This design comes from an exercise in tuning for small area on the open sky130 flow, not from production work.
Only simulation tests tie the RTL to the original design; equivalence was not proved.
Power and IR drop assume default switching activity.

===== design/flow/run.sh =====
#!/bin/bash
# synth_recipe.tcl (not shown) runs the flow's synth.tcl, then flattens the netlist and writes it again
# the make line also repeats each setting of config.mk as NAME=value (left out here)
make -C /OpenROAD-flow-scripts/flow DESIGN_CONFIG=/design/flow/config.mk WORK_HOME=/design/flow/orfs CLKGATE_MAP_FILE= SYNTH_SCRIPT=/design/flow/synth_recipe.tcl finish

===== design/flow/config.mk =====
export PLATFORM = sky130hd
export DESIGN_NAME = multicycle_datapath
export DESIGN_NICKNAME = multicycle_datapath
export VERILOG_FILES = /design/flow/design.v
export SDC_FILE = /design/flow/constraint.sdc
export NUM_CORES = 4
export LEC_CHECK = 0
export CAP_MARGIN = 20
export CORE_MARGIN = 2
export CORE_UTILIZATION = 40
export SLEW_MARGIN = 20

===== design/flow/constraint.sdc =====
create_clock -name core_clock -period 10.0 [get_ports {clk}]
set_input_delay 2.0000 -clock core_clock [delete_from_list [all_inputs] [get_ports {clk}]]
set_output_delay 2.0000 -clock core_clock [all_outputs]
set_load 0.01 [all_outputs]

===== design/flow/design.v =====
package multicycle_datapath_pkg;
  localparam logic [5:0] OP_RTYPE = 6'h00;
  localparam logic [5:0] OP_ADDI  = 6'h08;
  localparam logic [5:0] OP_LW    = 6'h23;
  localparam logic [5:0] OP_SW    = 6'h2B;
  localparam logic [5:0] OP_BEQ   = 6'h04;
  localparam logic [5:0] OP_BNE   = 6'h05;
  localparam logic [5:0] FN_ADD = 6'h20;
  localparam logic [5:0] FN_SUB = 6'h22;
  localparam logic [5:0] FN_AND = 6'h24;
  localparam logic [5:0] FN_OR  = 6'h25;
  localparam logic [5:0] FN_SLT = 6'h2A;
  typedef enum logic [3:0] {
    ALU_ADD = 4'd0,
    ALU_SUB = 4'd1,
    ALU_AND = 4'd2,
    ALU_OR  = 4'd3,
    ALU_SLT = 4'd4
  } alu_ctrl_e;
  typedef enum logic [2:0] {
    S_FETCH  = 3'd0,
    S_DECODE = 3'd1,
    S_EXEC   = 3'd2,
    S_MEM    = 3'd3,
    S_WB     = 3'd4
  } state_e;
endpackage
module mc_alu
#(
  parameter int DATA_W = 32
) (
  input  logic [DATA_W-1:0] a,
  input  logic [DATA_W-1:0] b,
  input  multicycle_datapath_pkg::alu_ctrl_e         ctrl,
  output logic [DATA_W-1:0] result,
  output logic [3:0]        flags
);
  logic              sub_mode;
  logic [DATA_W-1:0] b_eff;
  logic [DATA_W:0]   sum;
  logic              ovf;
  logic              carry;
  logic              v_flag;
  always_comb begin
    sub_mode = (ctrl == multicycle_datapath_pkg::ALU_SUB) || (ctrl == multicycle_datapath_pkg::ALU_SLT);
    b_eff    = sub_mode ? ~b : b;
    sum      = {1'b0, a} + {1'b0, b_eff} + {{DATA_W{1'b0}}, sub_mode};
    ovf      = (a[DATA_W-1] == b_eff[DATA_W-1]) && (sum[DATA_W-1] != a[DATA_W-1]);
  end
  always_comb begin
    result = sum[DATA_W-1:0];
    carry  = sum[DATA_W];
    v_flag = ovf;
    case (ctrl)
      multicycle_datapath_pkg::ALU_AND: begin
        result = a & b;
        carry  = 1'b0;
        v_flag = 1'b0;
      end
      multicycle_datapath_pkg::ALU_OR: begin
        result = a | b;
        carry  = 1'b0;
        v_flag = 1'b0;
      end
      multicycle_datapath_pkg::ALU_SLT: begin
        result = {{(DATA_W-1){1'b0}}, sum[DATA_W-1] ^ ovf};
        carry  = 1'b0;
        v_flag = 1'b0;
      end
      default: ;
    endcase
    flags = {result[DATA_W-1], (result == '0), carry, v_flag};
  end
endmodule
module multicycle_datapath
#(
  parameter int                DATA_W   = 32,
  parameter int                ADDR_W   = 32,
  parameter logic [ADDR_W-1:0] RESET_PC = '0
) (
  input  logic              clk,
  input  logic              reset,
  output logic [ADDR_W-1:0] imem_addr,
  input  logic [31:0]       imem_rdata,
  output logic [ADDR_W-1:0] dmem_addr,
  output logic [DATA_W-1:0] dmem_wdata,
  output logic              dmem_rd,
  output logic              dmem_wr,
  input  logic [DATA_W-1:0] dmem_rdata,
  input  logic              dmem_ready,
  output logic [DATA_W-1:0] Dout,
  output logic [3:0]        flags,
  output logic              illegal
);
  multicycle_datapath_pkg::state_e            state;
  multicycle_datapath_pkg::state_e            state_nxt;
  logic [ADDR_W-1:0] pc;
  logic [ADDR_W-1:0] target;
  logic [31:0]       ir;
  logic [DATA_W-1:0] regs [0:31];
  logic [DATA_W-1:0] a_q;
  logic [DATA_W-1:0] b_q;
  logic [DATA_W-1:0] imm_q;
  logic [DATA_W-1:0] mdr;
  logic [DATA_W-1:0] dout_q;
  logic [3:0]        flags_q;
  logic              illegal_q;
  logic [5:0]        opcode;
  logic [5:0]        funct;
  logic [4:0]        rs;
  logic [4:0]        rt;
  logic [4:0]        rd;
  logic              unused_shamt;
  logic [DATA_W-1:0] rf_rs;
  logic [DATA_W-1:0] rf_rt;
  multicycle_datapath_pkg::alu_ctrl_e         alu_ctrl;
  logic              alu_b_imm;
  logic              exec_legal;
  logic              branch_taken;
  logic              reg_we;
  logic [4:0]        wb_idx;
  logic [DATA_W-1:0] wb_data;
  logic [DATA_W-1:0] alu_b;
  logic [DATA_W-1:0] alu_res;
  logic [3:0]        alu_flags;
  assign opcode       = ir[31:26];
  assign rs           = ir[25:21];
  assign rt           = ir[20:16];
  assign rd           = ir[15:11];
  assign funct        = ir[5:0];
  assign unused_shamt = ^ir[10:6];
  assign rf_rs = (rs == 5'd0) ? '0 : regs[rs];
  assign rf_rt = (rt == 5'd0) ? '0 : regs[rt];
  assign alu_b = alu_b_imm ? imm_q : b_q;
  mc_alu #(.DATA_W(DATA_W)) u_alu (
    .a      (a_q),
    .b      (alu_b),
    .ctrl   (alu_ctrl),
    .result (alu_res),
    .flags  (alu_flags)
  );
  assign branch_taken = (state == multicycle_datapath_pkg::S_EXEC) &&
                        (((opcode == multicycle_datapath_pkg::OP_BEQ) &&  alu_flags[2]) ||
                         ((opcode == multicycle_datapath_pkg::OP_BNE) && !alu_flags[2]));
  assign dmem_rd    = (state == multicycle_datapath_pkg::S_MEM) && (opcode == multicycle_datapath_pkg::OP_LW);
  assign dmem_wr    = (state == multicycle_datapath_pkg::S_MEM) && (opcode == multicycle_datapath_pkg::OP_SW);
  assign imem_addr  = pc;
  assign dmem_addr  = ADDR_W'(dout_q);
  assign dmem_wdata = b_q;
  assign Dout       = dout_q;
  assign flags      = flags_q;
  assign illegal    = illegal_q;
  always_ff @(posedge clk) begin
    if (reset) state <= multicycle_datapath_pkg::S_FETCH;
    else       state <= state_nxt;
  end
  always_comb begin
    state_nxt  = state;
    alu_ctrl   = multicycle_datapath_pkg::ALU_ADD;
    alu_b_imm  = 1'b0;
    exec_legal = 1'b0;
    reg_we     = 1'b0;
    wb_idx     = rt;
    wb_data    = dout_q;
    case (state)
      multicycle_datapath_pkg::S_FETCH:  state_nxt = multicycle_datapath_pkg::S_DECODE;
      multicycle_datapath_pkg::S_DECODE: state_nxt = multicycle_datapath_pkg::S_EXEC;
      multicycle_datapath_pkg::S_EXEC: begin
        state_nxt = multicycle_datapath_pkg::S_FETCH;
        case (opcode)
          multicycle_datapath_pkg::OP_RTYPE: begin
            exec_legal = 1'b1;
            state_nxt  = multicycle_datapath_pkg::S_WB;
            case (funct)
              multicycle_datapath_pkg::FN_ADD:  alu_ctrl = multicycle_datapath_pkg::ALU_ADD;
              multicycle_datapath_pkg::FN_SUB:  alu_ctrl = multicycle_datapath_pkg::ALU_SUB;
              multicycle_datapath_pkg::FN_AND:  alu_ctrl = multicycle_datapath_pkg::ALU_AND;
              multicycle_datapath_pkg::FN_OR:   alu_ctrl = multicycle_datapath_pkg::ALU_OR;
              multicycle_datapath_pkg::FN_SLT:  alu_ctrl = multicycle_datapath_pkg::ALU_SLT;
              default: begin
                exec_legal = 1'b0;
                state_nxt  = multicycle_datapath_pkg::S_FETCH;
              end
            endcase
          end
          multicycle_datapath_pkg::OP_ADDI: begin
            alu_b_imm  = 1'b1;
            exec_legal = 1'b1;
            state_nxt  = multicycle_datapath_pkg::S_WB;
          end
          multicycle_datapath_pkg::OP_LW, multicycle_datapath_pkg::OP_SW: begin
            alu_b_imm  = 1'b1;
            exec_legal = 1'b1;
            state_nxt  = multicycle_datapath_pkg::S_MEM;
          end
          multicycle_datapath_pkg::OP_BEQ, multicycle_datapath_pkg::OP_BNE: begin
            alu_ctrl   = multicycle_datapath_pkg::ALU_SUB;
            exec_legal = 1'b1;
          end
          default: ;
        endcase
      end
      multicycle_datapath_pkg::S_MEM: begin
        if (dmem_ready) state_nxt = (opcode == multicycle_datapath_pkg::OP_LW) ? multicycle_datapath_pkg::S_WB : multicycle_datapath_pkg::S_FETCH;
      end
      multicycle_datapath_pkg::S_WB: begin
        state_nxt = multicycle_datapath_pkg::S_FETCH;
        reg_we    = 1'b1;
        if (opcode == multicycle_datapath_pkg::OP_RTYPE) wb_idx = rd;
        if (opcode == multicycle_datapath_pkg::OP_LW)    wb_data = mdr;
      end
      default: state_nxt = multicycle_datapath_pkg::S_FETCH;
    endcase
  end
  always_ff @(posedge clk) begin
    if (reset) begin
      pc        <= RESET_PC;
      ir        <= '0;
      target    <= '0;
      a_q       <= '0;
      b_q       <= '0;
      imm_q     <= '0;
      mdr       <= '0;
      dout_q    <= '0;
      flags_q   <= '0;
      illegal_q <= 1'b0;
    end else begin
      case (state)
        multicycle_datapath_pkg::S_FETCH: begin
          ir <= imem_rdata;
          pc <= pc + ADDR_W'(4);
        end
        multicycle_datapath_pkg::S_DECODE: begin
          a_q    <= rf_rs;
          b_q    <= rf_rt;
          imm_q  <= DATA_W'($signed(ir[15:0]));
          target <= pc + (ADDR_W'($signed(ir[15:0])) << 2);
        end
        multicycle_datapath_pkg::S_EXEC: begin
          if (exec_legal) begin
            dout_q  <= alu_res;
            flags_q <= alu_flags;
            if (branch_taken) pc <= target;
          end else begin
            illegal_q <= 1'b1;
          end
        end
        multicycle_datapath_pkg::S_MEM: begin
          if (dmem_ready && (opcode == multicycle_datapath_pkg::OP_LW)) mdr <= dmem_rdata;
        end
        default: ;
      endcase
    end
  end
  always_ff @(posedge clk) begin
    if (reset) begin
      for (int i = 0; i < 32; i++) regs[i] <= '0;
    end else if (reg_we && (wb_idx != 5'd0)) begin
      regs[wb_idx] <= wb_data;
    end
  end
endmodule

==> key figures <==
Pwr
  – Pwr Total: 13.37 mW
  – Pwr Density: 175.6 mW/mm2
  – Clock power share: 0.396
  – VDD IR-drop max: between 0.15 and 0.2 mV
  – Sw Pwr: around 3.6 mW
  – Leakage: roughly 25 nW
  – Sequential power share: 0.459
  – Comb pwr share: 0.144
  – Int Power: roughly 9.8 mW
  – Sw Ratio: 0.2659

Timing
  – Final setup viols: 0
  – Rel. slew slack: 0.2389
  – Hold Vio Cnt, Final: 0
  – Setup_tns: 0 ns
  – Clock period minus worst slack: around 8 ns
  – Final slew viol count: 0
  – Final setup margin: between 1.5 and 2 ns
  – Clock Skews: about 0.03 ns
  – Max Clock Freq: between 100 and 150 MHz
  – RSZ-0062 raised after global routing: false
  – Worst-Margin Slew: around 1.1 ns
  – Fin crit share: 0.8026

Routing
  – Via density: about 6.3
  – Iter 0 DRT Violations: roughly 7,000
  – Final wirelength: around 230,000 um
  – WL/cell: between 30 and 40 um
  – First-pass detailed-route iteration total: 5
  – Antenna Violating Nets Remaining: 0
  – Drc violations: 0
  – Vias: about 47,000

GRT
  – GR peak layer: met2
  – Largest net degree at the start of global routing: ~110
  – M3 GR Usage: 0.06996
  – Met2 usage in global routing: 0.4201
  – Met1 Resource Use GR: 0.3716
  – Aggregate global-route resource usage: 0.2732
  – First-pass GRT wire length: ~330,000 um
  – Grt total ovfl: 0
  – Initial antenna violation count: 5
  – Vias in the first global route: approximately 46,000

Floorplan
  – IO Pins: roughly 200
  – Die area: roughly 0.17 mm2
  – Initial Utilization: 0.4031
  – Row cnt: about 150
  – Die width: between 400 and 500 um
  – Core Area: approximately 0.16 mm2
  – Chip height: around 400 um

Synthesis
  – Post-synth EDFFs: just over 1,000
  – Top-area cell type share of the netlist area: 0.4624
  – Count of different cell masters after synthesis: 90
  – Cell area after synthesis: roughly 0.067 mm2
  – Most frequent cell after synthesis: nor2_1
  – Top cells by area, synth: edfxtp_1 46%, mux4_2 22%, dfxtp_1 7.7%, nor2_1 7.2%, nand2_1 2.2%
  – Yosys warns: 2
  – Biggest area consumer among synthesized cells: edfxtp_1
  – Avg Inst Size Synth: 12.83 um2
  – FF+latch count, synth: 1,281
  – Top cells by count, synth: 1,274 x nor2_1, 1,024 x edfxtp_1, 640 x mux4_2
  – Synth Instances: just over 5,000
  – Ys flop type: edfxtp_1
  – Sequential share of the synthesized area: 0.5397
  – Async SR Flop Fraction: 0

Clock tree
  – Clock Tree Buf Depth: 3
  – Clock slew at reported path FFs: roughly 0.06 ns
  – Worst skew pair latency: 0.79 ns
  – CTS Buf Count: between 100 and 150
  – H-tree Lvls: 4
  – Clock root cell: clkbuf_16
  – Clk sinks: between 1,000 and 1,500
  – CTS tree: done
  – Hold buffer count at cts: 0
  – Cells resized by post-CTS repair: 0
  – # Post-CTS Setup Buffers: 0

Setup path
  – CP Launch Point: state[1]$_SDFFE_PP0P_
  – CP Capture Type: flip-flop
  – Worst R2R Path Depth: 18
  – CP startpoint kind: flip-flop
  – Worst-path cell chain: or3b_1, a2111oi_0, and2_1, a21oi_1, xnor2_1, ha_1, a211oi_1, nand2_1, o21ai_0, o31ai_1, xor2_1, or4_1, a211oi_1, o2111ai_1, nor3_2, o221a_2, o21ai_2, o32ai_1
  – R2R Path End: pc[2]$_SDFFE_PP0P_
  – R2R Setup Slk: 1.97 ns
  – Crit path max fanout: 21
  – Worst Path Required: about 11 ns
  – Reg-to-Reg Start: state[1]$_SDFFE_PP0P_
  – Crit path kind: reg2reg
  – Critical-path top delay cell: a2111oi_0
  – Crit path DAT: roughly 8.7 ns
  – Slowest stage delay, CP: about 0.80 ns
  – Most frequent CP cell: a211oi_1
  – Worst setup endpoint: pc[2]$_SDFFE_PP0P_

Cells and area
  – Layout Nets: ~5,300
  – Footprint of the multi-input gates: approximately 0.029 mm2
  – Share of cells above drive strength 1: 0.2122
  – Layout area overhead: 14.43%
  – Final instance area: approximately 0.076 mm2
  – Fillers: around 15,000
  – Reg area: about 0.036 mm2

Placed design
  – Pre-CTS setup slack: between 2 and 2.5 ns
  – Placed cell areas: between 0.07 and 0.08 mm2
  – # port buffers: ~200
  – GPL Wtd Cong: between 0.9 and 1
  – DPL Wire Length: around 140,000 um

Outcome
  – Outcome: complete, no violations

Run
  – Max-cap viol count: 0

Min path
  – Hold WC Path Type: reg2reg
  – Hold Crit Depth: 2
-- flip-flops by register name (all words and copies together), names as in the netlist, named ones only --
name	cells
pc	32
b_q	32
dout_q	31
ir	32
flags_q	4
mdr	32
regs	1024
imm_q	16
target	32
state	3
illegal_q	1
a_q	32
-- worst min path at each step --
| stage | startpoint | to |
|---|---|---|
| floorplan | target[13]$_SDFFE_PP0P_ | target[13]$_SDFFE_PP0P_ |
| global placement | target[16]$_SDFFE_PP0P_ | target[16]$_SDFFE_PP0P_ |
| detailed placement | target[21]$_SDFFE_PP0P_ | target[21]$_SDFFE_PP0P_ |
| CTS | target[21]$_SDFFE_PP0P_ | target[21]$_SDFFE_PP0P_ |
| global route | target[13]$_SDFFE_PP0P_ | target[13]$_SDFFE_PP0P_ |
| finish | target[19]$_SDFFE_PP0P_ | target[19]$_SDFFE_PP0P_ |
-- cell type report --
type,instances,share of cell area
multi-input cells,3394,0.3830
flip-flops and latches,1281,0.4721
well taps,2189,0.03599
clock inverters,62,0.008681
clock buffers,195,0.05205
diodes,1,0.00003288
repair buffers,355,0.04623
inverters,38,0.001874
-- cells in the final DEF (no fill, tap or decap), drive strengths merged, types with 15 or more instances in the layout --
cell type      count
nor2            1274
edfxtp          1024
mux4             640
nand2            391
a21oi            274
dfxtp            257
clkdlybuf4s50    200
clkbuf           196
buf              154
mux2i            129
o21ai             67
ha                63
xnor2             55
nor3              52
inv               44
clkinv            44
nand3             37
a211oi            35
conb              32
a21o              32
xor2              24
maj3              20
nand2b            19
nor3b             18
nand4             16
a31oi             15
o22ai             15
-- critical path, delay by kind of cell (launching register included) --
kind / cells / cell delay, ns
AO/OA/AOI/OAI: 10 / 4.30
XOR/XNOR: 2 / 0.40
adder cells (fa/ha/maj): 1 / 0.40
flip-flops: 1 / 0.55
AND/OR/NAND/NOR: 5 / 2.26
-- metal layers --
layer	wire length [um]	part of all wire	vias to the layer above
met5	27	0.00012	-
met1	89220	0.38	24210
li1	-	-	19420
met4	9306	0.040	4
met2	107700	0.46	3007
met3	28440	0.12	501
-- power by group through the flow --
| stage | combinational, mW | sequential [mW] | clock, mW |
|---|---|---|---|
| floorplan | 1.23 | 6.14 | 0 |
| global placement | 1.87 | 6.23 | 0 |
| finish | 1.93 | 6.14 | 5.30 |
| detailed placement | 1.88 | 6.25 | 0 |
| global route | 2.00 | 6.16 | 5.54 |
| CTS | 1.89 | 6.14 | 5.34 |
-- through the flow --
stage | cells | hold WS [ns] | util
2_1_floorplan | 5215 | 0.4323 | -
3_3_place_gp | 7239 | 0.4394 | 0.4306
3_5_place_dp | 7248 | 0.4455 | 0.4320
4_1_cts | 7505 | 0.4543 | 0.4600
5_1_grt | 7514 | 0.4718 | 0.4612
6_report | 7515 | 0.4535 | 0.4612
-- cell families (layout without fill, tap and decap cells) --
logic type | count (synthesis) | in the layout | share of synthesized area
DFF | 1281 | 1281 | 0.5397
adders and majority gates | 85 | 85 | 0.01547
xor gates and xnor gates | 79 | 79 | 0.01040
muxes | 771 | 771 | 0.2367
other | 1 | 33 | 0.00005639
buffers and inverters | 540 | 650 | 0.03334
AOI/OAI and AO/OA | 547 | 547 | 0.05033
and+or+nand+nor | 1880 | 1880 | 0.1139

## static timing again, ports no longer ideal
No port has a modelled driver above. Below, the same layout with a new extraction and two added sets of constraints. Step 1 (the two cells are an assumption about what drives the block):
set clk [get_ports {clk}]
set_driving_cell -lib_cell sky130_fd_sc_hd__clkbuf_16 $clk
set_driving_cell -lib_cell sky130_fd_sc_hd__buf_2 [delete_from_list [all_inputs] $clk]
Step 2 also shifts input and output timing later by t, the mid clock arrival at the registers, as if the neighbouring blocks saw the same clock. Slacks: ideal / step 1 / step 2; pairs: ideal / step 1.
shift t [ns]: 0.866
setup WS [ns]: 1.974 / 1.974 / 1.974
worst data-port slew with drivers (ns): 0.10
After both steps this run still meets setup and hold. For this run, drivers alone change the setup slack by 0.000 ns; drivers and shift together by 0.000 ns.
